What follows belongs to an exercise in optimizing a design on an open flow for small area and a short achievable clock period; a production flow would make more cautious choices.
Only simulation tests tie the RTL to the original design; equivalence was not proved.
Power figures rest on the tool's default switching activity, not on a simulated workload.

==> flow/design.v, too long to show whole: its modules and the start of the top module <==
// module wallace_mul: 5660 lines
module wallace_mul (
	input  logic                  clk,
	input  logic                  rst_n,
	input  logic                  in_valid,
	input  logic [31:0]           a,
	input  logic [31:0]           b,
	output logic [63:0]           product,
	output logic                  out_valid
);
  // ...
==> flow/flow/run.sh <==
#!/bin/bash
# Standard layout, with one netlist step between synthesis and floorplan:
# fapol.py removes the inverters Yosys leaves around its full-adder cells
# (a full adder is self-dual, so it can work on complemented nets instead),
# and the port buffers are buf_4 cells.
set -euo pipefail
# Port buffers: a plain buffer, not the delay cell buffer_ports picks by default
export BUFFER_PORTS_ARGS="-buffer_cell sky130_fd_sc_hd__buf_4"
W=$PWD
R=$W/orfs/results/$FLOW_PLATFORM/wallace_mul/base
bash standard.sh $R/1_2_yosys.v > $W/synth.log 2>&1
cp $R/1_2_yosys.v $W/1_2_yosys.std.v
python3 $W/flow/fapol.py $W/1_2_yosys.std.v $R/1_2_yosys.v > $W/fapol.log 2>&1
bash standard.sh > $W/layout.log 2>&1
==> flow/flow/fapol.py <==
#!/usr/bin/env python3
"""Remove inverters around full-adder cells in a mapped sky130hd netlist.

A full adder is self-dual: FA(~a,~b,~c) = (~cout, ~sum).  Yosys's extract_fa often
picks the complemented form and leaves inverters between adder cells.  This script
chooses, for every fa cell, whether to use it complemented, so as to need as few
inverters as possible, and swaps xor2/xnor2 (xor3/xnor3) drivers whose every load
wants the other polarity.  Registers and ports are untouched.

Usage: fapol.py IN.v OUT.v
"""
import re, sys, random
from collections import defaultdict

src = open(sys.argv[1]).read()
m = re.search(r'\bmodule\s+(\S+)\s*\((.*?)\);', src, re.S)
ports = set(p.strip() for p in m.group(2).split(','))
body_start = src.index(';', m.end() - 1) + 1
endm = src.rindex('endmodule')

inst_re = re.compile(r'^\s*(sky130_fd_sc_hd__\w+)\s+(\S+)\s*\((.*?)\);\s*$', re.S | re.M)
pin_re = re.compile(r'\.(\w+)\(\s*([^()]*?)\s*\)')
OUTPINS = {'X', 'Y', 'Q', 'Q_N', 'SUM', 'COUT', 'HI', 'LO', 'GCLK'}

cells = []          # [type, name, [(pin, net)]]
first = None
last = None
for mm in inst_re.finditer(src, body_start, endm):
    if first is None:
        first = mm.start()
    last = mm.end()
    cells.append([mm.group(1), mm.group(2), pin_re.findall(mm.group(3))])
header = src[:first]
# anything between instances other than whitespace would be lost: check
rest = inst_re.sub('', src[first:last])
assert rest.strip() == '', rest.strip()[:200]
trailer = src[last:]


def base(t):
    return re.sub(r'_\d+$', '', t.replace('sky130_fd_sc_hd__', ''))


def portnet(n):
    return n.split('[')[0].lstrip('\\').strip() in ports or n in ports


driver = {}
for i, (t, name, pins) in enumerate(cells):
    for p, n in pins:
        if p in OUTPINS:
            driver[n] = (i, p)

removable = set()
for i, (t, name, pins) in enumerate(cells):
    if base(t) in ('inv', 'clkinv'):
        d = dict(pins)
        if not portnet(d['Y']) and not portnet(d['A']):
            removable.add(i)


def root(n):
    q = 0
    while n in driver and driver[n][0] in removable:
        n = dict(cells[driver[n][0]][2])['A']
        q ^= 1
    return n, q


isfa = [base(t) == 'fa' for t, _, _ in cells]
x = [0] * len(cells)
fixed = set()
# sinks per root: list of (cell, pin index, parity)
sinks = defaultdict(list)
port_roots = set()
for i, (t, name, pins) in enumerate(cells):
    if i in removable:
        continue
    for k, (p, n) in enumerate(pins):
        if p in OUTPINS:
            continue
        r, q = root(n)
        sinks[r].append((i, k, q))
# ports that are outputs read a net; keep the polarity of their drivers
for n in list(driver):
    if portnet(n):
        r, q = root(n)
        port_roots.add(r)
        if driver[r][0] is not None:
            fixed.add(driver[r][0])
swappable = {'xor2': 'xnor2', 'xnor2': 'xor2', 'xor3': 'xnor3', 'xnor3': 'xor3'}
swap = [0] * len(cells)


def drv_flip(r):
    d = driver.get(r)
    if d is None:
        return 0
    return x[d[0]]


def need(r):
    """(needs true, needs complement) at root r, physical."""
    nt = nc = 0
    dx = drv_flip(r)
    for (i, k, q) in sinks[r]:
        if q ^ x[i] ^ dx:
            nc = 1
        else:
            nt = 1
    return nt, nc


def cost_root(r):
    nt, nc = need(r)
    if not nc:
        return 0
    d = driver.get(r)
    if d is not None and not nt and base(cells[d[0]][0]) in swappable and r not in port_roots:
        return 0.001  # swap the driver instead of adding an inverter
    return 1


def roots_of(i):
    rs = set()
    for p, n in cells[i][2]:
        if p in OUTPINS:
            rs.add(n)
        else:
            rs.add(root(n)[0])
    return rs


fa_idx = [i for i in range(len(cells)) if isfa[i] and i not in fixed and i not in removable]
rofs = {i: roots_of(i) for i in fa_idx}
total0 = sum(cost_root(r) for r in sinks)
random.seed(1)
for it in range(20):
    changed = 0
    order = list(fa_idx)
    random.shuffle(order)
    for i in order:
        rs = rofs[i]
        before = sum(cost_root(r) for r in rs)
        x[i] ^= 1
        after = sum(cost_root(r) for r in rs)
        if after < before - 1e-9:
            changed += 1
        else:
            x[i] ^= 1
    if not changed:
        break
total1 = sum(cost_root(r) for r in sinks)

# ---------------------------------------------------------------- rewrite
out_cells = []
new_wires = []
inv_net = {}
ninv = 0
nswap = 0
for r in sinks:
    nt, nc = need(r)
    if not nc:
        continue
    d = driver.get(r)
    if d is not None and not nt and base(cells[d[0]][0]) in swappable and r not in port_roots:
        swap[d[0]] = 1
        nswap += 1
        continue
    nm = '_fapol_n%d_' % len(inv_net)
    inv_net[r] = nm
    new_wires.append(nm)
for i, (t, name, pins) in enumerate(cells):
    if i in removable:
        continue
    if swap[i]:
        b = base(t)
        t = t.replace('__' + b + '_', '__' + swappable[b] + '_')
        ren = {'xnor2': {'Y': 'X'}, 'xor2': {'X': 'Y'}}.get(b, {})
        pins = [(ren.get(p, p), n) for p, n in pins]
    newpins = []
    for p, n in pins:
        if p not in OUTPINS:
            r, q = root(n)
            dx = drv_flip(r)
            if q ^ x[i] ^ dx:
                if r in inv_net:
                    n = inv_net[r]
                else:
                    n = r   # driver was swapped
            else:
                n = r
        newpins.append((p, n))
    if x[i]:
        # complemented adder: swap nothing, the polarity is carried by its nets
        pass
    out_cells.append((t, name, newpins))
for r, nm in inv_net.items():
    ninv += 1
    out_cells.append(('sky130_fd_sc_hd__inv_1', '_fapol_i%d_' % ninv, [('A', r), ('Y', nm)]))

# nets whose sinks and drivers all vanished stay declared; harmless
hdr = header.rstrip() + '\n' + ''.join('  wire %s;\n' % w for w in new_wires)
o = [hdr]
for t, name, pins in out_cells:
    o.append('  %s %s (\n%s\n  );\n' % (t, name, ',\n'.join('    .%s(%s)' % (p, n + (' ' if n.startswith('\\') else '')) for p, n in pins)))
o.append(trailer)
open(sys.argv[2], 'w').write(''.join(o))
print('fapol: inverters removable %d, adders %d flipped %d, inverters after %d, xor swaps %d (cost %.0f -> %.0f)'
      % (len(removable), len(fa_idx), sum(x), ninv, nswap, total0, total1), file=sys.stderr)
==> flow/standard.sh <==
#!/bin/bash
# synth_recipe.tcl (not shown) runs the flow's synth.tcl, then flattens the netlist and writes it again
# the make line also repeats each setting of config.mk as NAME=value (left out here)
make -C /OpenROAD-flow-scripts/flow DESIGN_CONFIG=/design/flow/config.mk WORK_HOME=/design/flow/orfs CLKGATE_MAP_FILE= SYNTH_SCRIPT=/design/flow/synth_recipe.tcl "${@:-finish}"
==> flow/config.mk <==
export PLATFORM = sky130hd
export DESIGN_NAME = wallace_mul
export DESIGN_NICKNAME = wallace_mul
export VERILOG_FILES = /design/flow/design.v
export SDC_FILE = /design/flow/constraint.sdc
export NUM_CORES = 4
export LEC_CHECK = 0
export ABC_AREA = 1
export CAP_MARGIN = 20
export CORE_MARGIN = 2
export CORE_UTILIZATION = 40
export SETUP_SLACK_MARGIN = 1.1
export SLEW_MARGIN = 20
==> flow/constraint.sdc <==
create_clock -name core_clock -period 3.5 [get_ports {clk}]
set_input_delay 0.7000 -clock core_clock [delete_from_list [all_inputs] [get_ports {clk}]]
set_output_delay 0.7000 -clock core_clock [all_outputs]
set_load 0.01 [all_outputs]
==> metrics.csv, run 1 <==
metric,value,unit
Die Y,306,um
M1 GR Usage,36.1,%
leakage power,19.4,nW
"most common cell after layout, fill and taps aside",nand2_1,
uppermost layer routed,met5,
Max clock buf depth,3,
nets@finish,4646,
Num CTS Buffers,57,
Largest Register,product,
Final min period,2420,ps
DR WL met3,14.8,mm
Area Overhead vs Synth,21.7,%
Routed Antenna Nets,0,
comb pwr,32.3,mW
H-tree levels,2,
ClkCell Share,4.48,%
Synthesis Warnings,1,
HPWL after DPL,92.9,mm
drt pass-1 iters,5,
run status,finished clean,
Initial Util,40.5,%
sequential power,10.7,mW
Comb pwr share,65.4,%
slack of the critical path,1080,ps
layout cell share with drive strength beyond 1,23.9,%
Clock power frac,12.9,%
first-pass GRT wire length,190,mm
vias in the first global route,29000,
==> inputs of run 2 (changes only) <==
--- a/flow/config.mk
+++ b/flow/config.mk
@@ -10,4 +10,4 @@
 export CORE_MARGIN = 2
 export CORE_UTILIZATION = 40
-export SETUP_SLACK_MARGIN = 1.1
+export SETUP_SLACK_MARGIN = 0.95
 export SLEW_MARGIN = 20
==> run 2 against run 1 <==
Net effect: maximum frequency shrank 4.8%; clock skew shrank 4.9 ps; still clean on timing, DRC and antenna; via count about the same; highest routed layer unchanged; utilization fell by 2.1 points; total power down 4.4%; synthesized area did not move; non-clock buffer count fell by 40; combinational power fell by 6.2%; setup slack lost 120 ps; critical endpoint is now r1333$_DFF_P_; sequential cell count did not move; first-iteration DRC count up 3.6%.
==> metrics.csv, run 2 <==
metric,value,unit,change
initial drt markers,2954,,was 2850
Area Overhead vs Synth,16.7,%,was 21.7%
Synthesis Warnings,1,,unchanged
# IOs,132,,unchanged
synthesized area,36500,um2,unchanged
layout cell share with drive strength beyond 1,15.5,%,was 23.9%
fin cells,5170,,was 5219
HPWL after DPL,91.1,mm,was 92.9 mm
most frequent cells in the layout,"nand2_1 (650), dfxtp_1 (519), inv_1 (464)",,"was nand2_1 (610), dfxtp_1 (516), inv_1 (444)"
Max Slew Vio Count,0,,unchanged
run status,finished clean,,unchanged
CP Class,in2reg,,unchanged
max reg flops,64,,unchanged
gr ovfl total,0,,unchanged
Skew-Pair Late Insertion Delay,650,ps,about the same
Min-Delay Path Class,in2reg,,unchanged
leakage power,18.9,nW,was 19.4 nW
Worst slew margin,61.7,%,was 63.1%
RSZ-0062 raised after global routing,yes,,unchanged
Placed Instances,5067,,was 5083
"Req. time, crit path",3970,ps,was 4090 ps
Seq pwr share,22.6,%,was 21.7%
# rows,110,,unchanged
count of final setup violators,0,,unchanged
WL final,130,mm,was 129 mm
Max clock buf depth,3,,unchanged
initial antenna violation count,4,,was 6
I/O Buffers,131,,unchanged
Final Cell Area,42600,um2,was 44400 um2
Die X,306,um,unchanged
core box area,90100,um2,unchanged
slew at the pin closest to its max-slew limit,575,ps,was 552 ps
CP cell instances,buf_4 > nor2_4 > a21oi_4 > buf_12 > o22ai_2 > xnor2_1 > fa_1 > fa_1,,was buf_4 > clkinvlp_4 > buf_12 > o22ai_1 > xnor2_1 > fa_2 > fa_2
pwr dens,1110,nW/um2,about the same
CP Capture Type,flip-flop,,unchanged
most used cell along the critical path,fa_1,,was fa_2
MaxCap Viol Count,0,,unchanged
first-pass GRT wire length,192,mm,was 190 mm
ant diodes,0,,was 3
FMAX,394,MHz,was 413 MHz
uppermost layer routed,met5,,unchanged
Peak VDD IR,747,uV,was 630 uV
number of clock sinks,522,,unchanged
cell-internal power,24.4,mW,was 25.6 mW
Final min period,2540,ps,was 2420 ps
Clock power frac,13.4,%,was 12.9%
DRC Markers,0,,unchanged
Worst path slowest cell,fa_1,,was fa_2
Util after Layout,47.2,%,was 49.3%
Clock transition at path regs,60,ps,was 70 ps
CTS tree,done,,unchanged
via count,28400,,about the same
DR WL met3,16.0,mm,was 14.8 mm
maximum number of pins on one net before global-route repair,33,,unchanged
Hold Slack,163,ps,was 167 ps
Placer Congestion,0.969,,was 0.964
"most common cell after layout, fill and taps aside",nand2_1,,unchanged
vias in the first global route,29300,,was 29000
Largest Register,product,,unchanged
All-Layer GR Usage,27.6,%,was 27.4%
dpl ws,188,ps,was 247 ps
CP arrival,3010,ps,about the same
die area,93700,um2,unchanged
Post-DP Area,40400,um2,was 41200 um2
Via density,5.50,,was 5.45
Initial Util,40.5,%,unchanged
Psw,22.9,mW,was 23.8 mW
clk root buf,clkbuf_16,,unchanged
Total Power,47.2,mW,was 49.4 mW
Die Y,306,um,unchanged
slack of the critical path,959,ps,was 1080 ps
crit path max fanout,19,,was 10
Startpoint Class,primary input,,unchanged
Routed Antenna Nets,0,,unchanged
H-tree levels,2,,unchanged
"Avg Cell Area, Syn",9.36,um2,unchanged
Syn Inst Count,3899,,unchanged
WL met1,50.8,mm,was 51.7 mm
Hold Fails Final Rpt,0,,unchanged
sw frac,48.5,%,was 48.1%
Max stage delay on crit path,560,ps,about the same
Mapped Nets,4552,,unchanged
Top Registers,"product (64), vld (3)",,unchanged
Num CTS Buffers,56,,was 57
setup total negative slack,0,ps,unchanged
WL per Instance,25.2,um,was 24.8 um
crit share post-route,72.6,%,was 69.1%
met2 WL,56.0,mm,was 56.1 mm
Clock Skews,20.4,ps,was 25.3 ps
nets@finish,4605,,was 4646
Comb pwr share,64.0,%,was 65.4%
drt pass-1 iters,6,,was 5
-- run 2: changes by cell type in the layout (fill, tap and decap cells not counted), sizes merged --
cell	previous run	this run
buf	288	250
clkinvlp	10	2
clkbuf	76	80
diode	3	0
clkinv	14	12
bufinv	7	6
inv	484	483
-- run 2: what timing repair did --
| action | in CTS | in global routing |
|---|---|---|
| endpoints found under the setup margin | 17 | 43 |
| hold endpoints to repair | 3 | 0 |
| buffers inserted | 0 | 2 |
| gates cloned | 0 | 0 |
| pin swaps | 0 | 5 |
| hold buffers | 1 | 0 |
| gates resized for setup | 8 | 45 |
-- run 2: layer usage --
metal  vias to the layer above  global-route usage (%)
met1                     13700                    35.5
met4                         4                    13.2
met3                       467                    9.08
met5                         -                       0
li1                      12500                       -
met2                      1777                    41.9
-- run 2: final timing paths --
check	end	start	cells past startpoint	slack, ps
worst max-delay path	r1333$_DFF_P_	b[1]	8	960
worst min-delay path	vld[0]$_DFF_PN0_	in_valid	1	160
worst max register to register	r1929$_DFF_P_	r1397$_DFF_P_	4	990
worst min register to register	r1976$_DFF_P_	r1505$_DFF_P_	0	330
max in group asynchronous	vld[1]$_DFF_PN0_	rst_n	2	3030
min in group asynchronous	vld[2]$_DFF_PN0_	rst_n	2	380
-- run 2: cell type report --
cell class                      instances  area [um2]
Timing Repair Buffer                  251        2700
Clock inverter                         20         304
Fill cell                            8370       47600
Inverter                              483        1820
Sequential cell                       522       10500
Multi-Input combinational cell       2638       24200
Clock buffer                           80        1660
Tap cell                             1176        1470
-- run 2: power by group through the flow --
| stage | clock network, mW | logic [mW] | registers (mW) |
|---|---|---|---|
| 3_5_place_dp | 0 | 28.8 | 10.8 |
| 6_report | 6.34 | 30.3 | 10.7 |
| 5_1_grt | 6.65 | 33.5 | 10.9 |
| 4_1_cts | 6.43 | 29.0 | 10.7 |
| 2_1_floorplan | 0 | 17.9 | 10.5 |
| 3_3_place_gp | 0 | 28.4 | 10.7 |
-- run 2: critical path: cells and delay by family --
kind	cells	cell delay, ps
simple gates	1	90
xor+xnor	1	170
compound gates	2	400
fa+ha+maj	2	1110
buf+inv	2	510
==> inputs of run 3 (changes only) <==
==> flow/flow/run.sh (replaced) <==
#!/bin/bash
# Standard layout with three changes:
# - if flow/abc.script exists, synthesis maps with it instead of ORFS's ABC script
#   (a copy of ORFS's scripts folder with only that file replaced; ABC maps the
#   combinational logic only, so registers and their names are the standard ones);
# - between synthesis and floorplan, fapol.py removes the inverters Yosys leaves
#   around its full-adder cells (a full adder is self-dual, so it can work on
#   complemented nets instead);
# - the port buffers are a plain buffer cell (PORT_BUF), not the delay cell
#   buffer_ports picks by default.
set -euo pipefail
W=$PWD
PORT_BUF=$(cat $W/flow/port_buf.txt 2>/dev/null || echo sky130_fd_sc_hd__buf_4)
export BUFFER_PORTS_ARGS="-buffer_cell $PORT_BUF"
if [[ -f $W/flow/abc.script ]]; then
  rm -rf $W/scripts_local
  cp -r $FLOW_HOME/scripts $W/scripts_local
  cp $W/flow/abc.script $W/scripts_local/abc_speed.script
  cp $W/flow/abc.script $W/scripts_local/abc_area.script
  export SCRIPTS_DIR=$W/scripts_local
fi
R=$W/orfs/results/$FLOW_PLATFORM/wallace_mul/base
bash standard.sh $R/1_2_yosys.v > $W/synth.log 2>&1
cp $R/1_2_yosys.v $W/1_2_yosys.std.v
python3 $W/flow/fapol.py $W/1_2_yosys.std.v $R/1_2_yosys.v > $W/fapol.log 2>&1
bash standard.sh > $W/layout.log 2>&1
==> flow/flow/abc.script (new file) <==
strash
dch
map -B 0.9
topo
stime -c
==> flow/flow/port_buf.txt (new file) <==
sky130_fd_sc_hd__buf_1
--- a/flow/config.mk
+++ b/flow/config.mk
@@ -6,8 +6,8 @@
 export NUM_CORES = 4
 export LEC_CHECK = 0
-export ABC_AREA = 1
 export CAP_MARGIN = 20
 export CORE_MARGIN = 2
 export CORE_UTILIZATION = 40
-export SETUP_SLACK_MARGIN = 0.95
+export CTS_BUF_LIST = sky130_fd_sc_hd__clkbuf_8
+export SETUP_SLACK_MARGIN = 1.1
 export SLEW_MARGIN = 20
==> run 3 against run 2 <==
Net effect: still clean; setup slack improved by 110 ps; via count is 1.9% higher; combinational power increased by 5%; wire length grew 0.79%; critical path depth up 1; final cell count up 1.9%; sequential power about the same; total power is 2.2% higher; global-route usage increased by 0.98 points; critical path type unchanged; highest routed layer unchanged.
==> metrics.csv, run 3 <==
metric,value,unit,change
Mapped Nets,4296,,was 4552
Area Overhead vs Synth,24.6,%,was 16.7%
initial antenna violation count,5,,was 4
Die X,300,um,was 306 um
HPWL after DPL,90.8,mm,was 91.1 mm
nets@finish,4696,,was 4605
CP cell instances,buf_2 > buf_6 > nor2_2 > a21oi_4 > buf_6 > o22ai_2 > xor2_1 > fa_1 > fa_1,,was buf_4 > nor2_4 > a21oi_4 > buf_12 > o22ai_2 > xnor2_1 > fa_1 > fa_1
Via density,5.50,,about the same
"Req. time, crit path",4070,ps,was 3970 ps
first-pass GRT wire length,190,mm,was 192 mm
Syn Inst Count,3643,,was 3899
Placed Instances,5065,,was 5067
Worst slew margin,50.4,%,was 61.7%
WL final,131,mm,was 130 mm
setup total negative slack,0,ps,unchanged
synthesized area,35100,um2,was 36500 um2
via count,29000,,was 28400
WL per Instance,24.9,um,was 25.2 um
run status,finished clean,,unchanged
RSZ-0062 raised after global routing,yes,,unchanged
clk root buf,clkbuf_8,,was clkbuf_16
gr ovfl total,0,,unchanged
drt pass-1 iters,5,,was 6
Placer Congestion,0.939,,was 0.969
max reg flops,64,,unchanged
worst path buffer plus inverter count,3,,was 2
Min-Delay Path Class,in2reg,,unchanged
Top Registers,"product (64), vld (3)",,unchanged
Clock transition at path regs,60,ps,about the same
reg2reg end,r1929$_DFF_P_,,unchanged
most frequent cells in the layout,"nand2_1 (634), dfxtp_1 (519), fa_1 (427)",,"was nand2_1 (650), dfxtp_1 (519), inv_1 (464)"
"Avg Cell Area, Syn",9.63,um2,was 9.36 um2
MaxCap Viol Count,0,,unchanged
Largest Register,product,,unchanged
Routed Antenna Nets,0,,unchanged
number of clock sinks,522,,unchanged
"most common cell after layout, fill and taps aside",nand2_1,,unchanged
Num CTS Buffers,88,,was 56
crit path to,r1302$_DFF_P_,,was r1333$_DFF_P_
DRC Markers,0,,unchanged
crit-path leading delay family,adder cells,,unchanged
pwr dens,1110,nW/um2,about the same
Startpoint Class,primary input,,unchanged
crit share post-route,69.5,%,was 72.6%
fin cells,5270,,was 5170
reg2reg start,r1397$_DFF_P_,,unchanged
Final min period,2430,ps,was 2540 ps
Synthesis Warnings,1,,unchanged
crit path max fanout,16,,was 19
I/O Buffers,131,,unchanged
CP Capture Type,flip-flop,,unchanged
vias in the first global route,29300,,about the same
Max Slew Vio Count,0,,unchanged
layout cell share with drive strength beyond 1,19.6,%,was 15.5%
r2r worst-path depth,4,,unchanged
initial drt markers,2861,,was 2954
die area,90100,um2,was 93700 um2
Clock Skews,32.5,ps,was 20.4 ps
CP Depth,9,,was 8
slew at the pin closest to its max-slew limit,745,ps,was 575 ps
Max clock buf depth,3,,unchanged
FMAX,411,MHz,was 394 MHz
count of final setup violators,0,,unchanged
H-tree levels,3,,was 2
Initial Util,40.4,%,was 40.5%
maximum number of pins on one net before global-route repair,62,,was 33
All-Layer GR Usage,28.6,%,was 27.6%
core box area,86900,um2,was 90100 um2
CP arrival,3000,ps,was 3010 ps
Max stage delay on crit path,520,ps,was 560 ps
Worst path slowest cell,fa_1,,unchanged
Peak VDD IR,790,uV,was 747 uV
Skew-Pair Late Insertion Delay,720,ps,was 650 ps
leakage power,19.0,nW,was 18.9 nW
worst reg2reg setup slack,1120,ps,was 990 ps
# rows,108,,was 110
CP Class,in2reg,,unchanged
Die Y,300,um,was 306 um
# IOs,132,,unchanged
CTS tree,done,,unchanged
Hold Fails Final Rpt,0,,unchanged
CP startpoint,b[9],,was b[1]
-- run 3: layer usage --
metal	vias to the layer above	global-route usage, %	wire, um
li1	12700	-	-
met2	1807	43.7	56700
met3	417	8.84	15900
met4	2	12.7	6520
met1	14100	37.4	51900
met5	-	0	66
-- run 3: layout make-up --
| type | instances | area [um2] |
|---|---|---|
| Timing Repair Buffer | 309 | 2760 |
| Clock buffer | 109 | 1500 |
| Clock inverter | 49 | 355 |
| Antenna cell | 4 | 10.0 |
| Fill cell | 7964 | 43200 |
| Inverter | 483 | 1980 |
| Sequential cell | 522 | 10500 |
| Tap cell | 1155 | 1450 |
| Multi-Input combinational cell | 2639 | 25200 |
-- run 3: what timing repair did --
action | 4_1_cts | 5_1_grt
hold endpoints to repair | 3 | 0
setup buffers | 4 | 29
resized for setup | 89 | 193
endpoints found under the setup margin | 152 | 116
hold buffers | 1 | 0
cloned | 4 | 5
pin swaps | 4 | 40
-- run 3: how the worst min path moves through the flow --
stage | from | to | slack [ps] | depth (start not counted)
2_1_floorplan | r1207$_DFF_P_ | r1842$_DFF_P_ | 310 | 0
3_3_place_gp | r1514$_DFF_P_ | r1986$_DFF_P_ | 310 | 0
3_5_place_dp | r1219$_DFF_P_ | r1854$_DFF_P_ | 310 | 0
4_1_cts | in_valid | vld[0]$_DFF_PN0_ | 30 | 1
5_1_grt | in_valid | vld[0]$_DFF_PN0_ | 40 | 1
6_report | in_valid | vld[0]$_DFF_PN0_ | 90 | 1
-- run 3: report_power, final --
part	total, mW	switching [mW]	leakage [nW]	internal, mW
registers	10.7	1.49	4.41	9.20
logic	31.8	19.6	13.6	12.2
clock network	5.79	2.66	1.04	3.13
-- run 3: metrics by stage --
stage                     util, %  power [mW]  worst slack [ps]  instance area [um2]  hold slack, ps
after CTS                    48.9        46.0              1090                42500            27.0
after global routing         50.3        52.2              1040                43700            43.6
after floorplan                 -        27.8               630                36600             310
after global placement       46.2        38.8              73.0                40100             311
after detailed placement     46.2        39.1              27.5                40100             312
final                        50.3        48.3              1070                43700            86.3
==> inputs of run 4 (changes only) <==
==> flow/flow/abc.script (replaced) <==
strash
dch
map -B 0.9
topo
stime -c
upsize -c
dnsize -c
==> run 4 against run 3 <==
Net effect: hold slack improved by 35 ps; total power decreased by 1.0%; non-clock buffer count increased by 41; critical path depth decreased by 5; final cell count increased by 0.61%; still clean; clock skew increased by 20 ps; via count decreased by 0.46%; synthesized area about the same; first-iteration DRC count increased by 8.6%; synthesized cell count unchanged; die area about the same; sequential power about the same.
==> metrics.csv, run 4 <==
metric,value,unit,change
slew at the pin closest to its max-slew limit,681,ps,was 745 ps
Final min period,2440,ps,was 2430 ps
uppermost layer routed,met5,,unchanged
via count,28800,,was 29000
leakage power,19.2,nW,was 19.0 nW
fin cells,5302,,was 5270
Synthesis Warnings,1,,unchanged
maximum number of pins on one net before global-route repair,40,,was 62
RSZ-0062 raised after global routing,yes,,unchanged
Area Overhead vs Synth,25.0,%,was 24.6%
die area,90100,um2,about the same
Placed Instances,5089,,was 5065
Clock transition at path regs,60,ps,about the same
drt pass-1 iters,5,,unchanged
CP Class,reg2reg,,was in2reg
nets@finish,4737,,was 4696
most frequent cells in the layout,"nand2_1 (644), dfxtp_1 (518), inv_1 (431)",,"was nand2_1 (634), dfxtp_1 (519), fa_1 (427)"
Peak VDD IR,637,uV,was 790 uV
WL per Instance,24.8,um,was 24.9 um
"Req. time, crit path",4040,ps,was 4070 ps
gr ovfl total,0,,unchanged
dpl ws,142,ps,was 27.5 ps
Hold Slack,121,ps,was 86.3 ps
max reg flops,64,,unchanged
WL met1,51.8,mm,was 51.9 mm
Mapped Nets,4296,,unchanged
setup total negative slack,0,ps,unchanged
DR WL met3,15.7,mm,was 15.9 mm
crit path max fanout,1,,was 16
core box area,86900,um2,unchanged
Initial Util,40.4,%,about the same
Clock Skews,52.2,ps,was 32.5 ps
DRC Markers,0,,unchanged
count of final setup violators,0,,unchanged
CP arrival,2980,ps,was 3000 ps
Min-Delay Path Class,in2reg,,unchanged
Num CTS Buffers,89,,was 88
"Avg Cell Area, Syn",9.63,um2,about the same
met2 WL,57.2,mm,was 56.7 mm
All-Layer GR Usage,28.1,%,was 28.6%
"most common cell after layout, fill and taps aside",nand2_1,,unchanged
Die X,300,um,about the same
HPWL after DPL,91.8,mm,was 90.8 mm
initial drt markers,3106,,was 2861
Top Registers,"product (64), vld (3)",,unchanged
MaxCap Viol Count,0,,unchanged
pwr dens,1090,nW/um2,was 1110 nW/um2
FMAX,410,MHz,was 411 MHz
Startpoint Class,flip-flop,,was primary input
Syn Inst Count,3643,,unchanged
Routed Antenna Nets,0,,unchanged
Largest Register,product,,unchanged
# IOs,132,,unchanged
first-pass GRT wire length,187,mm,was 190 mm
WL final,132,mm,was 131 mm
I/O Buffers,131,,unchanged
initial antenna violation count,7,,was 5
crit share post-route,69.7,%,was 69.5%
Via density,5.44,,was 5.50
number of clock sinks,522,,unchanged
Post-DP Area,40200,um2,was 40100 um2
run status,finished clean,,unchanged
Skew-Pair Late Insertion Delay,740,ps,was 720 ps
Worst slew margin,54.4,%,was 50.4%
CTS tree,done,,unchanged
CP Capture Type,flip-flop,,unchanged
H-tree levels,3,,unchanged
synthesized area,35100,um2,about the same
slack of the critical path,1060,ps,was 1070 ps
Final Cell Area,43900,um2,was 43700 um2
Placer Congestion,0.953,,was 0.939
vias in the first global route,29000,,was 29300
Max clock buf depth,3,,unchanged
Total Power,47.8,mW,was 48.3 mW
Die Y,300,um,about the same
Max Slew Vio Count,0,,unchanged
clk root buf,clkbuf_8,,unchanged
Util after Layout,50.5,%,was 50.3%
layout cell share with drive strength beyond 1,19.1,%,was 19.6%
# rows,108,,unchanged
Hold Fails Final Rpt,0,,unchanged
run 4: area by class of cell:
class / count / area [um2]
Fill cell: 8032 / 43000
Multi-Input combinational cell: 2638 / 24900
Sequential cell: 522 / 10500
Timing Repair Buffer: 350 / 3250
Inverter: 483 / 1960
Clock buffer: 105 / 1450
Tap cell: 1155 / 1450
Clock inverter: 48 / 433
Antenna cell: 1 / 2.50
run 4: critical path, cell delays in order (launching register included):
cell	delay (ps)
dfxtp_1	320
fa_1	460
fa_1	440
fa_1	520
fa_1	500
run 4: power breakdown:
part	switching, mW	internal [mW]
clock network	2.59	3.31
logic	19.4	11.9
registers	1.40	9.20
run 4: path summary, 6_finish.rpt:
path                               startpoint                to  slack (ps)  cells past startpoint
worst max register to register  r1380$_DFF_P_     r1924$_DFF_P_        1060                      4
worst min-delay path                 in_valid  vld[0]$_DFF_PN0_         120                      1
worst max-delay path            r1380$_DFF_P_     r1924$_DFF_P_        1060                      4
min in group asynchronous               rst_n  vld[0]$_DFF_PN0_         330                      2
max in group asynchronous               rst_n  vld[2]$_DFF_PN0_        3010                      2
worst min register to register  r1207$_DFF_P_     r1842$_DFF_P_         320                      0
run 4: routing by layer:
layer | up-vias | GRT usage (%)
li1 | 12800 | -
met1 | 13800 | 36.9
met2 | 1831 | 42.6
met3 | 432 | 8.56
met4 | 10 | 13.0
met5 | - | 0
run 4: what timing repair did:
action,in CTS,in global routing
setup endpoints to repair,111,127
cloned,0,14
gates resized for setup,72,174
endpoints found under the hold margin,3,0
setup buffers,3,41
pin swaps,1,44
hold buffers,1,0
==> inputs of run 5 (changes only) <==
--- a/flow/config.mk
+++ b/flow/config.mk
@@ -6,8 +6,10 @@
 export NUM_CORES = 4
 export LEC_CHECK = 0
+export ABC_AREA = 1
 export CAP_MARGIN = 20
 export CORE_MARGIN = 2
-export CORE_UTILIZATION = 40
+export CORE_UTILIZATION = 62
 export CTS_BUF_LIST = sky130_fd_sc_hd__clkbuf_8
+export PLACE_DENSITY = 0.72
 export SETUP_SLACK_MARGIN = 1.1
 export SLEW_MARGIN = 20
removed: flow/flow/abc.script
==> run 5 against run 4 <==
Net effect: total power increased by 2.4%; sequential share of layout area increased by 0.36 points; via count increased by 2.3%; hold slack got worse by 21 ps; utilization increased by 24 points; highest routed layer unchanged; sequential cell count unchanged; sequential power about the same; final cell count decreased by 8.5%; non-clock buffer count decreased by 71.
==> metrics.csv, run 5 <==
metric,value,unit,change
# rows,88,,was 108
H-tree levels,3,,unchanged
max reg flops,64,,unchanged
WL final,124,mm,was 132 mm
reg2reg end,product[63]$_DFF_P_,,was r1924$_DFF_P_
Post-DP Area,40100,um2,was 40200 um2
CP cell instances,buf_2 > buf_8 > a21oi_4 > clkbuf_16 > o22ai_2 > xor2_1 > fa_1 > fa_2,,was fa_1 > fa_1 > fa_1 > fa_1
layout cell share with drive strength beyond 1,20.8,%,was 19.1%
via count,29500,,was 28800
Die X,247,um,was 300 um
reg2reg start,r1932$_DFF_P_,,was r1380$_DFF_P_
CP arrival,2970,ps,was 2980 ps
All-Layer GR Usage,41.1,%,was 28.1%
vias in the first global route,30500,,was 29000
Peak VDD IR,865,uV,was 637 uV
Startpoint Class,primary input,,was flip-flop
most frequent cells in the layout,"nand2_1 (619), dfxtp_1 (518), inv_1 (468)",,"was nand2_1 (644), dfxtp_1 (518), inv_1 (431)"
Routed Antenna Nets,0,,unchanged
Die Y,247,um,was 300 um
WHS Endpoint,vld[0]$_DFF_PN0_,,unchanged
core box area,57900,um2,was 86900 um2
worst reg2reg setup slack,1140,ps,was 1060 ps
Util after Layout,74.7,%,was 50.5%
FMAX,418,MHz,was 410 MHz
initial drt markers,3345,,was 3106
MaxCap Viol Count,0,,unchanged
Num CTS Buffers,87,,was 89
# IOs,132,,unchanged
number of clock sinks,522,,unchanged
crit share post-route,68.3,%,was 69.7%
count of final setup violators,0,,unchanged
die area,60800,um2,was 90100 um2
Worst slew margin,35.9,%,was 54.4%
Initial Util,63.0,%,was 40.4%
pwr dens,1130,nW/um2,was 1090 nW/um2
Max Slew Vio Count,0,,unchanged
Max clock buf depth,3,,unchanged
Mapped Nets,4552,,was 4296
worst hold start,in_valid,,unchanged
Hold Path Depth,1,,unchanged
Synthesis Warnings,1,,unchanged
DRC Markers,0,,unchanged
CP Class,in2reg,,was reg2reg
Syn Inst Count,3899,,was 3643
gr ovfl total,0,,unchanged
crit-path leading delay family,adder cells,,unchanged
Skew-Pair Late Insertion Delay,720,ps,was 740 ps
worst path buffer plus inverter count,3,,was 0
"Req. time, crit path",4080,ps,was 4040 ps
Final min period,2390,ps,was 2440 ps
crit path max fanout,16,,was 1
leakage power,19.0,nW,was 19.2 nW
RSZ-0062 raised after global routing,yes,,unchanged
Area Overhead vs Synth,18.5,%,was 25.0%
WL per Instance,25.6,um,was 24.8 um
I/O Buffers,131,,unchanged
Min-Delay Path Class,in2reg,,unchanged
Placer Congestion,0.976,,was 0.953
Via density,6.08,,was 5.44
clk root buf,clkbuf_8,,unchanged
Top Registers,"product (64), vld (3)",,unchanged
Largest Register,product,,unchanged
Hold Slack,100,ps,was 121 ps
Max stage delay on crit path,550,ps,was 520 ps
first-pass GRT wire length,184,mm,was 187 mm
maximum number of pins on one net before global-route repair,61,,was 40
slew at the pin closest to its max-slew limit,960,ps,was 681 ps
drt pass-1 iters,6,,was 5
synthesized area,36500,um2,was 35100 um2
CTS tree,done,,unchanged
nets@finish,4664,,was 4737
"most common cell after layout, fill and taps aside",nand2_1,,unchanged
Hold Fails Final Rpt,0,,unchanged
"Avg Cell Area, Syn",9.36,um2,was 9.63 um2
setup total negative slack,0,ps,unchanged
Clock Skews,49.5,ps,was 52.2 ps
Worst path slowest cell,fa_1,,unchanged
CP Capture Type,flip-flop,,unchanged
run status,finished clean,,unchanged
HPWL after DPL,84.1,mm,was 91.8 mm
r2r worst-path depth,13,,was 4
Final Cell Area,43200,um2,was 43900 um2
initial antenna violation count,6,,was 7
Clock transition at path regs,60,ps,about the same
run 5: final cells by class:
class                      instances  area (um2)
antenna                            1        2.50
clock buffer                     110        1510
clock inverter                    51         568
fill                            4114       14700
inverter                         483        1830
multi-input combinational       2638       25300
sequential                       522       10500
tap                              765         957
timing repair buffer             279        2570
run 5: worst max-delay path by stage:
stage | from | endpoint | slack (ps) | depth (start not counted)
6_report | b[5] | r1303$_DFF_P_ | 1110 | 8
2_1_floorplan | b[3] | r1286$_DFF_P_ | 840 | 10
5_1_grt | r1932$_DFF_P_ | product[55]$_DFF_P_ | 990 | 13
3_3_place_gp | b[21] | r1355$_DFF_P_ | 240 | 10
3_5_place_dp | b[21] | r1339$_DFF_P_ | 220 | 10
4_1_cts | r1930$_DFF_P_ | product[62]$_DFF_P_ | 1070 | 11
run 5: metal layers:
metal	part of all wire (%)	track usage, %
met1	37	51.5
met2	44	62.5
met3	13	13.6
met4	6.7	23.4
met5	0.040	0
run 5: timing repair:
action                                  CTS  global route
endpoints found under the setup margin   54            97
hold endpoints to repair                  3             0
cloned                                    0             3
resized for setup                        33           157
pin swaps                                 1            37
buffers inserted                          0            23
hold buffers                              1             0
run 5: per-stage QoR:
step / setup slack [ps] / power [mW] / std cells
2_1_floorplan: 837 / 28.6 / 3899
3_3_place_gp: 242 / 38.2 / 4660
3_5_place_dp: 221 / 39.0 / 4660
4_1_cts: 1070 / 46.1 / 4822
5_1_grt: 987 / 52.5 / 4849
6_report: 1110 / 48.9 / 4849
run 5: power by group:
group / total [mW] / switching [mW] / leakage, nW / internal, mW
Sequential: 10.7 / 1.48 / 4.41 / 9.20
Combinational: 31.8 / 19.6 / 13.4 / 12.2
Clock: 6.44 / 2.74 / 1.15 / 3.70
==> inputs of run 6 (changes only) <==
--- a/flow/config.mk
+++ b/flow/config.mk
@@ -9,7 +9,6 @@
 export CAP_MARGIN = 20
 export CORE_MARGIN = 2
-export CORE_UTILIZATION = 62
+export CORE_UTILIZATION = 55
 export CTS_BUF_LIST = sky130_fd_sc_hd__clkbuf_8
-export PLACE_DENSITY = 0.72
-export SETUP_SLACK_MARGIN = 1.1
+export SETUP_SLACK_MARGIN = 1.05
 export SLEW_MARGIN = 20
==> run 6 against run 5 <==
Net effect: still clean; synthesized cell count did not move; setup slack got worse by 56 ps; first-iteration DRC count fell by 6.3%; global-route usage fell by 2.6 points; via count barely moved; clock power fell by 11%; final cell count rose by 2.0%; cell area fell by 0.58%; register-to-register slack got worse by 50 ps; wire length rose by 6.3%; hold slack improved by 38 ps; sequential share of layout area rose by 0.14 points; critical endpoint is now r1496$_DFF_P_; highest routed layer unchanged.
==> metrics.csv, run 6 <==
metric,value,unit,change
DRC Markers,0,,unchanged
Via density,5.97,,was 6.08
area of the multi-input gates,25100,um2,was 25300 um2
max reg flops,64,,unchanged
Worst path slowest cell,fa_1,,unchanged
Peak VDD IR,802,uV,was 865 uV
Psw,23.8,mW,about the same
most used cell along the critical path,fa_1,,
most frequent cells in the layout,"nand2_1 (620), dfxtp_1 (518), inv_1 (479)",,"was nand2_1 (619), dfxtp_1 (518), inv_1 (468)"
number of clock sinks,522,,unchanged
initial antenna violation count,7,,was 6
Syn Inst Count,3899,,unchanged
maximum number of pins on one net before global-route repair,49,,was 61
worst hold start,in_valid,,unchanged
WL per Instance,26.7,um,was 25.6 um
Seq pwr share,22.2,%,was 21.8%
Max stage delay on crit path,510,ps,was 550 ps
H-tree levels,3,,unchanged
CP arrival,2980,ps,was 2970 ps
Clock power frac,11.8,%,was 13.2%
die area,68400,um2,was 60800 um2
first-pass GRT wire length,192,mm,was 184 mm
WHS Endpoint,vld[0]$_DFF_PN0_,,unchanged
Largest Register,product,,unchanged
I/O Buffers,131,,unchanged
Hold Path Depth,1,,unchanged
Initial Util,55.5,%,was 63.0%
run status,finished clean,,unchanged
Die X,262,um,was 247 um
count of final setup violators,0,,unchanged
core box area,65700,um2,was 57900 um2
Placer Congestion,0.948,,was 0.976
Routed Antenna Nets,0,,unchanged
synthesized area,36500,um2,unchanged
Num CTS Buffers,90,,was 87
Min-Delay Path Class,in2reg,,unchanged
initial drt markers,3135,,was 3345
slew at the pin closest to its max-slew limit,723,ps,was 960 ps
CP cell instances,clkbuf_2 > nand2_2 > inv_1 > nor2_1 > inv_2 > buf_4 > o22ai_1 > xnor2_1 > fa_1 > fa_1,,was buf_2 > buf_8 > a21oi_4 > clkbuf_16 > o22ai_2 > xor2_1 > fa_1 > fa_2
Synthesis Warnings,1,,unchanged
"Avg Cell Area, Syn",9.36,um2,unchanged
Clock Skews,51.7,ps,was 49.5 ps
Startpoint Class,primary input,,unchanged
cell-internal power,24.3,mW,was 25.1 mW
gr ovfl total,0,,unchanged
"Req. time, crit path",4030,ps,was 4080 ps
CP Class,in2reg,,unchanged
sw frac,49.6,%,was 48.6%
Sequential Area,10500,um2,unchanged
FMAX,409,MHz,was 418 MHz
crit path max fanout,9,,was 16
Max Slew Vio Count,0,,unchanged
reg2reg start,r1950$_DFF_P_,,was r1932$_DFF_P_
via count,29500,,about the same
setup total negative slack,0,ps,unchanged
pwr dens,1120,nW/um2,was 1130 nW/um2
nets@finish,4669,,was 4664
"most common cell after layout, fill and taps aside",nand2_1,,unchanged
number of fillers in the final layout,5391,,was 4114
Hold Fails Final Rpt,0,,unchanged
CP Capture Type,flip-flop,,unchanged
Area Overhead vs Synth,17.8,%,was 18.5%
Top Registers,"product (64), vld (3)",,unchanged
MaxCap Viol Count,0,,unchanged
crit share post-route,69.9,%,was 68.3%
Hold Slack,138,ps,was 100 ps
Clock transition at path regs,60,ps,about the same
clk root buf,clkbuf_8,,unchanged
drt pass-1 iters,6,,unchanged
worst reg2reg setup slack,1090,ps,was 1140 ps
CTS tree,done,,unchanged
Die Y,262,um,was 247 um
reg2reg end,product[55]$_DFF_P_,,was product[63]$_DFF_P_
HPWL after DPL,90.9,mm,was 84.1 mm
Final min period,2450,ps,was 2390 ps
Worst slew margin,51.8,%,was 35.9%
Total Power,48.1,mW,was 48.9 mW
leakage power,18.9,nW,was 19.0 nW
vias in the first global route,30500,,about the same
Comb pwr share,65.9,%,was 65.0%
r2r worst-path depth,11,,was 13
Skew-Pair Late Insertion Delay,720,ps,about the same
Max clock buf depth,3,,unchanged
All-Layer GR Usage,38.5,%,was 41.1%
WL final,132,mm,was 124 mm
# rows,94,,was 88
RSZ-0062 raised after global routing,yes,,unchanged
layout cell share with drive strength beyond 1,19.3,%,was 20.8%
Mapped Nets,4552,,unchanged
# IOs,132,,unchanged
## run 6: final cells by class
| cell class | instances | area share, % |
|---|---|---|
| multi-input combinational | 2638 | 58.4 |
| clock inverter | 46 | 0.771 |
| inverter | 483 | 4.24 |
| timing repair buffer | 281 | 6.29 |
| antenna | 3 | 0.0175 |
| sequential | 522 | 24.4 |
| tap | 864 | 2.52 |
| clock buffer | 107 | 3.43 |
## run 6: repair_timing
action	in CTS	in global routing
endpoints found under the setup margin	36	86
setup buffers	1	11
endpoints found under the hold margin	3	0
hold buffers	1	0
pin swaps	4	37
cloned	0	5
gates resized for setup	45	132
## run 6: power by group through the flow
stage	logic, mW	clock network (mW)	registers (mW)
floorplan	18.1	0	10.5
global placement	28.3	0	10.7
detailed placement	28.8	0	10.8
CTS	29.7	5.75	10.7
global route	34.9	6.02	10.9
finish	31.7	5.70	10.7
## run 6: worst max path at each step
stage | cells past startpoint | endpoint | startpoint | slack (ps)
floorplan | 10 | r1286$_DFF_P_ | b[3] | 840
global placement | 6 | r1286$_DFF_P_ | b[1] | 280
detailed placement | 6 | r1286$_DFF_P_ | b[1] | 230
CTS | 11 | product[56]$_DFF_P_ | r1955$_DFF_P_ | 1030
global route | 14 | product[57]$_DFF_P_ | r1935$_DFF_P_ | 1000
finish | 10 | r1496$_DFF_P_ | b[29] | 1050
## run 6: layer usage
layer | up-vias | GRT usage (%) | share of wire [%]
met5 | - | 0 | 0.082
met4 | 4 | 21.0 | 6.0
met3 | 532 | 12.0 | 12
met2 | 2007 | 58.7 | 44
met1 | 14300 | 49.1 | 38
li1 | 12600 | - | -
## run 6: through the flow
step / setup WS, ps / instance area, um2 / utilization, % / cells
global placement: 280 / 40200 / 61.2 / 4770
floorplan: 837 / 38600 / - / 3899
CTS: 1030 / 42300 / 64.3 / 4925
finish: 1050 / 43000 / 65.4 / 4944
detailed placement: 232 / 40200 / 61.2 / 4770
global route: 1000 / 43000 / 65.4 / 4942
## run 6: worst max-delay path: cells and delay by family
family,cells,cell delay (ps)
AND/OR/NAND/NOR,2,390
XOR/XNOR,1,110
AO/OA/AOI/OAI,1,200
adder cells (fa/ha/maj),2,940
buffers and inverters,4,620
==> inputs of run 7 (changes only) <==
--- a/flow/config.mk
+++ b/flow/config.mk
@@ -11,4 +11,4 @@
 export CORE_UTILIZATION = 55
 export CTS_BUF_LIST = sky130_fd_sc_hd__clkbuf_8
-export SETUP_SLACK_MARGIN = 1.05
+export SETUP_SLACK_MARGIN = 1.15
 export SLEW_MARGIN = 20
==> run 7 against run 6 <==
Net effect: still clean; combinational power increased by 7.9%; first-iteration DRC count decreased by 1.0%; register-to-register slack improved by 40 ps; synthesized area unchanged; sequential cell count unchanged; cell area increased by 3.0%; synthesized cell count unchanged; clock power increased by 11%; global-route usage increased by 0.066 points; clock-buffer cell count increased by 7; sequential power about the same; sequential share of layout area decreased by 0.71 points; critical path type unchanged.
==> metrics.csv, run 7 <==
metric,value,unit,change
run status,finished clean,,unchanged
Clock transition at path regs,70,ps,was 60 ps
Min-Delay Path Class,in2reg,,unchanged
Mapped Nets,4552,,unchanged
Syn Inst Count,3899,,unchanged
core box area,65700,um2,unchanged
All-Layer GR Usage,38.6,%,was 38.5%
"Avg Cell Area, Syn",9.36,um2,unchanged
CP Capture Type,flip-flop,,unchanged
WL final,134,mm,was 132 mm
Worst path slowest cell,fa_2,,was fa_1
crit path max fanout,8,,was 9
maximum number of pins on one net before global-route repair,33,,was 49
Max stage delay on crit path,620,ps,was 510 ps
worst path buffer plus inverter count,3,,was 4
layout cell share with drive strength beyond 1,24.3,%,was 19.3%
Largest Register,product,,unchanged
number of clock sinks,522,,unchanged
I/O Buffers,131,,unchanged
setup total negative slack,0,ps,unchanged
WL per Instance,26.9,um,was 26.7 um
synthesized area,36500,um2,unchanged
crit-path leading delay family,adder cells,,unchanged
Area Overhead vs Synth,21.4,%,was 17.8%
MaxCap Viol Count,0,,unchanged
CTS tree,done,,unchanged
CP Class,in2reg,,unchanged
# IOs,132,,unchanged
nets@finish,4692,,was 4669
"Req. time, crit path",4080,ps,was 4030 ps
dpl ws,317,ps,was 232 ps
crit share post-route,68.4,%,was 69.9%
Die Y,262,um,unchanged
gr ovfl total,0,,unchanged
CP arrival,2970,ps,was 2980 ps
Synthesis Warnings,1,,unchanged
drt pass-1 iters,6,,unchanged
Skew-Pair Late Insertion Delay,720,ps,about the same
Num CTS Buffers,92,,was 90
DRC Markers,0,,unchanged
Via density,5.97,,about the same
Hold Fails Final Rpt,0,,unchanged
slew at the pin closest to its max-slew limit,756,ps,was 723 ps
leakage power,19.3,nW,was 18.9 nW
pwr dens,1150,nW/um2,was 1120 nW/um2
Worst slew margin,49.5,%,was 51.8%
RSZ-0062 raised after global routing,yes,,unchanged
Initial Util,55.5,%,unchanged
vias in the first global route,30500,,about the same
clk root buf,clkbuf_8,,unchanged
H-tree levels,3,,unchanged
Final min period,2390,ps,was 2450 ps
"most common cell after layout, fill and taps aside",nand2_1,,unchanged
Peak VDD IR,703,uV,was 802 uV
number of fillers in the final layout,5221,,was 5391
slack of the critical path,1110,ps,was 1050 ps
initial antenna violation count,7,,unchanged
first-pass GRT wire length,193,mm,was 192 mm
Top Registers,"product (64), vld (3)",,unchanged
most frequent cells in the layout,"nand2_1 (582), dfxtp_1 (514), inv_1 (461)",,"was nand2_1 (620), dfxtp_1 (518), inv_1 (479)"
Max clock buf depth,3,,unchanged
Clock Skews,44.1,ps,was 51.7 ps
Routed Antenna Nets,0,,unchanged
Die X,262,um,unchanged
# rows,94,,unchanged
most used cell along the critical path,fa_2,,was fa_1
Startpoint Class,primary input,,unchanged
Max Slew Vio Count,0,,unchanged
max reg flops,64,,unchanged
Placer Congestion,0.980,,was 0.948
FMAX,418,MHz,was 409 MHz
CP cell instances,clkbuf_4 > buf_6 > nor2_2 > a21oi_4 > clkbuf_16 > o22ai_2 > xor2_1 > fa_2 > fa_2,,was clkbuf_2 > nand2_2 > inv_1 > nor2_1 > inv_2 > buf_4 > o22ai_1 > xnor2_1 > fa_1 > fa_1
via count,29700,,was 29500
die area,68400,um2,unchanged
count of final setup violators,0,,unchanged
initial drt markers,3103,,was 3135
HPWL after DPL,90.4,mm,was 90.9 mm
==> run 7: cell count changes in the layout (fill, tap and decap cells not counted), moves of 13 or more <==
cell / previous run / this run
nand2_4: 16 / 29
nor2_1: 93 / 76
buf_4: 63 / 83
inv_1: 479 / 461
o22ai_1: 358 / 344
fa_2: 110 / 159
nand2_2: 48 / 73
fa_1: 355 / 306
nand2_1: 620 / 582
==> run 7: layout make-up <==
| type | instances | area, um2 | area share, % |
|---|---|---|---|
| multi-input cells | 2638 | 25900 | 58.6 |
| diodes | 5 | 12.5 | 0.0283 |
| well taps | 864 | 1080 | 2.44 |
| clock inverters | 53 | 474 | 1.07 |
| repair buffers | 302 | 2910 | 6.57 |
| flip-flops and latches | 522 | 10500 | 23.6 |
| clock buffers | 114 | 1570 | 3.54 |
| inverters | 483 | 1830 | 4.13 |
==> run 7: power breakdown <==
group | internal (mW) | total (mW) | switching, mW
clock network | 3.49 | 6.31 | 2.82
registers | 9.20 | 10.7 | 1.46
logic | 13.2 | 34.2 | 21.0
==> run 7: metal layers <==
| layer | global-route usage, % | vias to the layer above | wire, um |
|---|---|---|---|
| li1 | - | 12700 | - |
| met1 | 49.1 | 14600 | 51100 |
| met2 | 59.8 | 1953 | 59200 |
| met3 | 11.8 | 512 | 16100 |
| met4 | 19.2 | 4 | 7380 |
| met5 | 0 | - | 23 |
==> run 7: stage by stage <==
| stage | power [mW] | instances | cell area [um2] | utilization, % | hold WS (ps) |
|---|---|---|---|---|---|
| after floorplan | 28.7 | 3899 | 38900 | - | 310 |
| after global placement | 39.2 | 4764 | 40400 | 61.4 | 312 |
| after detailed placement | 39.7 | 4764 | 40400 | 61.4 | 312 |
| after CTS | 47.3 | 4942 | 42900 | 65.3 | 44.8 |
| after global routing | 54.8 | 4978 | 44300 | 67.4 | 76.3 |
| final | 51.1 | 4981 | 44300 | 67.4 | 105 |
==> run 7: final timing paths <==
check	from	slack [ps]	cells after the start	endpoint
max	b[3]	1110	9	r1224$_DFF_P_
min	in_valid	100	1	vld[0]$_DFF_PN0_
max reg2reg	r1398$_DFF_P_	1130	4	r1929$_DFF_P_
min reg2reg	r1211$_DFF_P_	320	0	r1846$_DFF_P_
max in group asynchronous	rst_n	3010	2	vld[2]$_DFF_PN0_
min in group asynchronous	rst_n	340	2	vld[1]$_DFF_PN0_
==> run 7: worst reg2reg max path, stage by stage (launching register included) <==
cell and delay (ps):
dfxtp_2 320, fa_2 380, fa_2 380, fa_1 610, fa_2 530
==> run 7: timing repair <==
| item | 4_1_cts | 5_1_grt |
|---|---|---|
| buffers inserted | 7 | 27 |
| pin swaps | 12 | 61 |
| endpoints found under the setup margin | 51 | 118 |
| endpoints found under the hold margin | 3 | 0 |
| gates cloned | 3 | 7 |
| resized for setup | 84 | 249 |
| hold buffers | 1 | 0 |
==> inputs of run 8 (changes only) <==
--- a/flow/config.mk
+++ b/flow/config.mk
@@ -9,6 +9,7 @@
 export CAP_MARGIN = 20
 export CORE_MARGIN = 2
-export CORE_UTILIZATION = 55
+export CORE_UTILIZATION = 40
 export CTS_BUF_LIST = sky130_fd_sc_hd__clkbuf_8
-export SETUP_SLACK_MARGIN = 1.15
+export SETUP_SLACK_MARGIN = 1.1
 export SLEW_MARGIN = 20
+export TNS_END_PERCENT = 10
==> run 8 against run 7 <==
Net effect: still clean on timing, DRC and antenna; global-route usage is 11 points lower; utilization shrank 20 points; clock power shrank 13%; register-to-register slack lost 30 ps; setup slack worse by 52 ps; final cell count increased by 5.6%; first-iteration DRC count down 8.5%; maximum frequency decreased by 2.1%; total power decreased by 6.0%; hold slack improved by 14 ps; synthesized cell count unchanged; largest power group unchanged.
==> metrics.csv, run 8 <==
metric,value,unit,change
run status,finished clean,,unchanged
worst path buffer plus inverter count,4,,was 3
# IOs,132,,unchanged
Max Slew Vio Count,0,,unchanged
HPWL after DPL,89.5,mm,was 90.4 mm
Routed Antenna Nets,0,,unchanged
Hold Slack,118,ps,was 105 ps
Die X,306,um,was 262 um
"Req. time, crit path",4060,ps,was 4080 ps
clk root buf,clkbuf_8,,unchanged
Min-Delay Path Class,in2reg,,unchanged
via count,28700,,was 29700
H-tree levels,3,,unchanged
crit-path leading delay family,adder cells,,unchanged
Seq pwr share,22.1,%,was 20.8%
Synthesis Warnings,1,,unchanged
Worst path slowest cell,fa_1,,was fa_2
vias in the first global route,29400,,was 30500
Skew-Pair Late Insertion Delay,710,ps,was 720 ps
leakage power,18.8,nW,was 19.3 nW
gr ovfl total,0,,unchanged
slew at the pin closest to its max-slew limit,631,ps,was 756 ps
CP cell instances,buf_2 > buf_6 > buf_6 > nor2_1 > a21oi_4 > bufbuf_16 > o22ai_1 > xor2_1 > fa_1 > fa_1,,was clkbuf_4 > buf_6 > nor2_2 > a21oi_4 > clkbuf_16 > o22ai_2 > xor2_1 > fa_2 > fa_2
Placer Congestion,0.958,,was 0.980
"Avg Cell Area, Syn",9.36,um2,unchanged
crit share post-route,69.9,%,was 68.4%
worst hold start,in_valid,,unchanged
Max stage delay on crit path,490,ps,was 620 ps
Clock transition at path regs,60,ps,was 70 ps
most frequent cells in the layout,"nand2_1 (621), dfxtp_1 (515), inv_1 (493)",,"was nand2_1 (582), dfxtp_1 (514), inv_1 (461)"
CP Capture Type,flip-flop,,unchanged
MaxCap Viol Count,0,,unchanged
FMAX,409,MHz,was 418 MHz
pwr dens,1130,nW/um2,was 1150 nW/um2
crit path max fanout,16,,was 8
first-pass GRT wire length,189,mm,was 193 mm
Clock Skews,35.9,ps,was 44.1 ps
DRC Markers,0,,unchanged
sw frac,49.3,%,was 49.4%
WL final,128,mm,was 134 mm
Syn Inst Count,3899,,unchanged
Max clock buf depth,3,,unchanged
number of clock sinks,522,,unchanged
Util after Layout,47.1,%,was 67.4%
Num CTS Buffers,90,,was 92
Comb pwr share,66.4,%,was 66.8%
CP arrival,3010,ps,was 2970 ps
synthesized area,36500,um2,unchanged
max reg flops,64,,unchanged
Psw,23.7,mW,was 25.2 mW
Via density,5.46,,was 5.97
Peak VDD IR,568,uV,was 703 uV
cell-internal power,24.4,mW,was 25.9 mW
count of final setup violators,0,,unchanged
Hold Fails Final Rpt,0,,unchanged
Area Overhead vs Synth,16.3,%,was 21.4%
layout cell share with drive strength beyond 1,14.9,%,was 24.3%
Worst slew margin,57.8,%,was 49.5%
Die Y,306,um,was 262 um
"most common cell after layout, fill and taps aside",nand2_1,,unchanged
die area,93700,um2,was 68400 um2
WL per Instance,24.4,um,was 26.9 um
Initial Util,40.5,%,was 55.5%
reg2reg start,r1945$_DFF_P_,,was r1398$_DFF_P_
initial drt markers,2839,,was 3103
core box area,90100,um2,was 65700 um2
maximum number of pins on one net before global-route repair,33,,unchanged
Startpoint Class,primary input,,unchanged
nets@finish,4670,,was 4692
Mapped Nets,4552,,unchanged
initial antenna violation count,7,,unchanged
# rows,110,,was 94
Largest Register,product,,unchanged
drt pass-1 iters,8,,was 6
setup total negative slack,0,ps,unchanged
CP Class,in2reg,,unchanged
Top Registers,"product (64), vld (3)",,unchanged
RSZ-0062 raised after global routing,yes,,unchanged
I/O Buffers,131,,unchanged
All-Layer GR Usage,27.2,%,was 38.6%
Clock power frac,11.5,%,was 12.3%
CTS tree,done,,unchanged
CP startpoint,b[27],,was b[3]
Final min period,2450,ps,was 2390 ps
[run 8: cell count changes in the layout (fill, tap and decap cells not counted), sizes merged, moves of 2 or more]
cell,delta
inv,+10
diode,-2
buf,-14
clkinv,-6
clkbuf,-15
bufinv,-4
[run 8: metrics by stage]
| stage | setup slack [ps] | cell area [um2] | total power, mW | std cells |
|---|---|---|---|---|
| finish | 1050 | 42400 | 48.1 | 5261 |
| floorplan | 836 | 37700 | 28.4 | 3899 |
| CTS | 1030 | 41600 | 45.2 | 5240 |
| detailed placement | 233 | 39700 | 39.0 | 5080 |
| global placement | 246 | 39700 | 38.7 | 5080 |
| global route | 1020 | 42400 | 51.9 | 5260 |
[run 8: final timing paths]
check                                            to  slack, ps  depth (start not counted)
worst max register to register  product[56]$_DFF_P_       1100                         11
worst min register to register        r1981$_DFF_P_        320                          0
max in group asynchronous          vld[1]$_DFF_PN0_       3000                          2
worst max-delay path                  r1481$_DFF_P_       1050                         10
min in group asynchronous          vld[0]$_DFF_PN0_        350                          2
worst min-delay path               vld[0]$_DFF_PN0_        120                          1
[run 8: power groups by stage]
| stage | registers, mW | clock network [mW] | logic (mW) |
|---|---|---|---|
| after detailed placement | 10.8 | 0 | 28.3 |
| final | 10.6 | 5.50 | 31.9 |
| after floorplan | 10.5 | 0 | 17.9 |
| after global placement | 10.7 | 0 | 28.0 |
| after global routing | 10.9 | 5.89 | 35.1 |
| after CTS | 10.6 | 5.63 | 28.9 |
[run 8: timing repair]
action,CTS,global route
hold buffers,1,0
hold endpoints to repair,3,0
setup endpoints to repair,42,89
gates cloned,1,1
gates resized for setup,38,155
setup buffers,1,17
pin swaps,0,41
[run 8: final cells by class]
class                      instances  area, um2
clock inverter                    53        322
sequential                       522      10500
clock buffer                     104       1430
tap                             1176       1470
fill                            8384      47700
inverter                         483       1820
multi-input combinational       2638      24400
antenna                            3       7.51
timing repair buffer             282       2480
[run 8: metal layers]
layer	share of wire (%)	vias up	track usage [%]
li1	-	12600	-
met1	38	13800	34.2
met2	43	1811	41.8
met3	12	502	8.45
met4	6.2	8	15.0
met5	0.038	-	0
==> inputs of run 9 (changes only) <==
--- a/flow/config.mk
+++ b/flow/config.mk
@@ -11,5 +11,5 @@
 export CORE_UTILIZATION = 40
 export CTS_BUF_LIST = sky130_fd_sc_hd__clkbuf_8
-export SETUP_SLACK_MARGIN = 1.1
+export SETUP_SLACK_MARGIN = 1.2
 export SLEW_MARGIN = 20
 export TNS_END_PERCENT = 10
==> run 9 against run 8 <==
Net effect: still clean; combinational power hardly changed; via count is 2.3% higher; first-iteration DRC count is 24% higher.
==> metrics.csv, run 9 <==
metric,value,unit,change
run status,finished clean,,unchanged
CP Capture Type,flip-flop,,unchanged
# IOs,132,,unchanged
gr ovfl total,0,,unchanged
Placer Congestion,0.949,,was 0.958
WL per Instance,25.5,um,was 24.4 um
FMAX,411,MHz,was 409 MHz
Final min period,2430,ps,was 2450 ps
Die X,306,um,unchanged
first-pass GRT wire length,192,mm,was 189 mm
Clock Skews,58.7,ps,was 35.9 ps
Worst path slowest cell,fa_2,,was fa_1
CTS tree,done,,unchanged
Hold Fails Final Rpt,0,,unchanged
"Req. time, crit path",4050,ps,was 4060 ps
setup total negative slack,0,ps,unchanged
Clock transition at path regs,60,ps,about the same
Worst slew margin,46.7,%,was 57.8%
All-Layer GR Usage,27.7,%,was 27.2%
Max stage delay on crit path,580,ps,was 490 ps
Routed Antenna Nets,0,,unchanged
vias in the first global route,29700,,was 29400
WL final,135,mm,was 128 mm
count of final setup violators,0,,unchanged
core box area,90100,um2,unchanged
Via density,5.56,,was 5.46
pwr dens,1120,nW/um2,was 1130 nW/um2
via count,29400,,was 28700
Syn Inst Count,3899,,unchanged
"Avg Cell Area, Syn",9.36,um2,unchanged
CP Class,reg2reg,,was in2reg
max reg flops,64,,unchanged
layout cell share with drive strength beyond 1,17.1,%,was 14.9%
I/O Buffers,131,,unchanged
Post-DP Area,39700,um2,about the same
Num CTS Buffers,86,,was 90
Min-Delay Path Class,in2reg,,unchanged
slack of the critical path,1070,ps,was 1050 ps
"most common cell after layout, fill and taps aside",nand2_1,,unchanged
initial drt markers,3521,,was 2839
most frequent cells in the layout,"nand2_1 (613), dfxtp_1 (516), inv_1 (484)",,"was nand2_1 (621), dfxtp_1 (515), inv_1 (493)"
Top Registers,"product (64), vld (3)",,unchanged
Die Y,306,um,unchanged
Initial Util,40.5,%,unchanged
nets@finish,4693,,was 4670
HPWL after DPL,89.3,mm,was 89.5 mm
RSZ-0062 raised after global routing,yes,,unchanged
H-tree levels,3,,unchanged
Synthesis Warnings,1,,unchanged
crit-path leading delay family,adder cells,,unchanged
initial antenna violation count,9,,was 7
Final Cell Area,43500,um2,was 42400 um2
synthesized area,36500,um2,unchanged
slew at the pin closest to its max-slew limit,796,ps,was 631 ps
number of clock sinks,522,,unchanged
worst path buffer plus inverter count,0,,was 4
MaxCap Viol Count,0,,unchanged
CP arrival,2990,ps,was 3010 ps
die area,93700,um2,unchanged
maximum number of pins on one net before global-route repair,35,,was 33
DRC Markers,0,,unchanged
clk root buf,clkbuf_8,,unchanged
leakage power,19.2,nW,was 18.8 nW
most used cell along the critical path,fa_2,,
Mapped Nets,4552,,unchanged
number of fillers in the final layout,8262,,was 8384
Max clock buf depth,3,,unchanged
Peak VDD IR,608,uV,was 568 uV
Area Overhead vs Synth,19.1,%,was 16.3%
drt pass-1 iters,8,,unchanged
# rows,110,,unchanged
crit path max fanout,2,,was 16
Total Power,48.5,mW,was 48.1 mW
crit share post-route,69.5,%,was 69.9%
Largest Register,product,,unchanged
dpl ws,155,ps,was 233 ps
Max Slew Vio Count,0,,unchanged
CP cell instances,fa_1 > fa_2 > fa_2 > fa_2,,was buf_2 > buf_6 > buf_6 > nor2_1 > a21oi_4 > bufbuf_16 > o22ai_1 > xor2_1 > fa_1 > fa_1
Skew-Pair Late Insertion Delay,740,ps,was 710 ps
Startpoint Class,flip-flop,,was primary input
[run 9: final timing paths]
check | startpoint | end | slack (ps) | cells past startpoint
max | r1396$_DFF_P_ | r1929$_DFF_P_ | 1070 | 4
min | in_valid | vld[0]$_DFF_PN0_ | 90 | 1
max reg2reg | r1396$_DFF_P_ | r1929$_DFF_P_ | 1070 | 4
min reg2reg | r1207$_DFF_P_ | r1842$_DFF_P_ | 320 | 0
max in group asynchronous | rst_n | vld[1]$_DFF_PN0_ | 3030 | 2
min in group asynchronous | rst_n | vld[2]$_DFF_PN0_ | 320 | 2
[run 9: routing by layer]
metal | track usage (%) | wire length [um] | share of wire, %
met1 | 35.3 | 51500 | 38
met2 | 42.1 | 58000 | 43
met3 | 8.20 | 17300 | 13
met4 | 15.2 | 7880 | 5.8
met5 | 0 | 38 | 0.028
[run 9: what timing repair did]
action / CTS / global route
hold buffers: 1 / 0
endpoints found under the setup margin: 143 / 222
gates resized for setup: 95 / 225
pin swaps: 14 / 47
setup buffers: 4 / 28
gates cloned: 0 / 15
hold endpoints to repair: 3 / 0
[run 9: cell type report]
cell class                      count  area [um2]  area share (%)
Antenna cell                        5        12.5          0.0288
Timing Repair Buffer              309        3100            7.13
Multi-Input combinational cell   2638       24800            57.0
Tap cell                         1176        1470            3.39
Sequential cell                   522       10500            24.1
Clock inverter                     48         362           0.832
Clock buffer                      106        1460            3.36
Inverter                          483        1830            4.22
[run 9: where the power goes]
part,internal (mW),switching (mW)
sequential,9.20,1.49
clock,3.11,2.64
combinational,12.3,19.7
[run 9: per-stage QoR]
stage               util [%]  std cells  hold slack [ps]
floorplan                  -       3899              310
global placement        44.0       5080              311
detailed placement      44.0       5080              312
CTS                     46.6       5239             29.2
global route            48.2       5283             61.1
finish                  48.2       5287             89.6

re-timing with driven ports:
How much do the figures lean on ideal ports? The routed layouts below were timed once more, with nothing changed but the port constraints.
Step 1, drivers: a clkbuf_16 drives clk and a buf_2 each remaining input, both assumed.
Step 2 times the ports against the registers' clock, not the clock port: input delays grow and output delays shrink by t, the midpoint of the rising clock arrivals with the driver on.
a / b / c = ideal ports / drivers / drivers and shift; a / b = the first two.
run	shift t [ns]	setup slack, ns	hold WS [ns]	clock arrival spread, ns	slew at the worst register clock pin (ns)
run 1	0.709	1.081 / 1.098 / 0.389	0.167 / 0.130 / 0.326	0.029 / 0.030	0.07 / 0.07
run 2	0.708	0.959 / 0.938 / 0.230	0.163 / 0.122 / 0.326	0.022 / 0.022	0.07 / 0.07
run 3	0.772	1.068 / 1.048 / 0.276	0.086 / 0.044 / 0.324	0.036 / 0.035	0.07 / 0.07
run 4	0.778	1.062 / 1.062 / 0.293	0.121 / 0.071 / 0.324	0.070 / 0.069	0.07 / 0.07
run 5	0.754	1.110 / 1.140 / 0.395	0.100 / 0.064 / 0.316	0.056 / 0.056	0.08 / 0.08
run 6	0.762	1.054 / 1.090 / 0.328	0.138 / 0.097 / 0.321	0.059 / 0.060	0.07 / 0.07
run 7	0.770	1.107 / 1.122 / 0.352	0.105 / 0.065 / 0.320	0.049 / 0.049	0.08 / 0.08
run 8	0.762	1.055 / 1.088 / 0.326	0.118 / 0.076 / 0.320	0.049 / 0.049	0.07 / 0.07
run 9	0.778	1.067 / 1.067 / 0.449	0.090 / 0.046 / 0.320	0.067 / 0.067	0.08 / 0.08
After both steps every run listed still meets setup and hold. For run 3, which loses most, drivers alone change the setup slack by -0.020 ns; drivers and shift together by -0.792 ns.
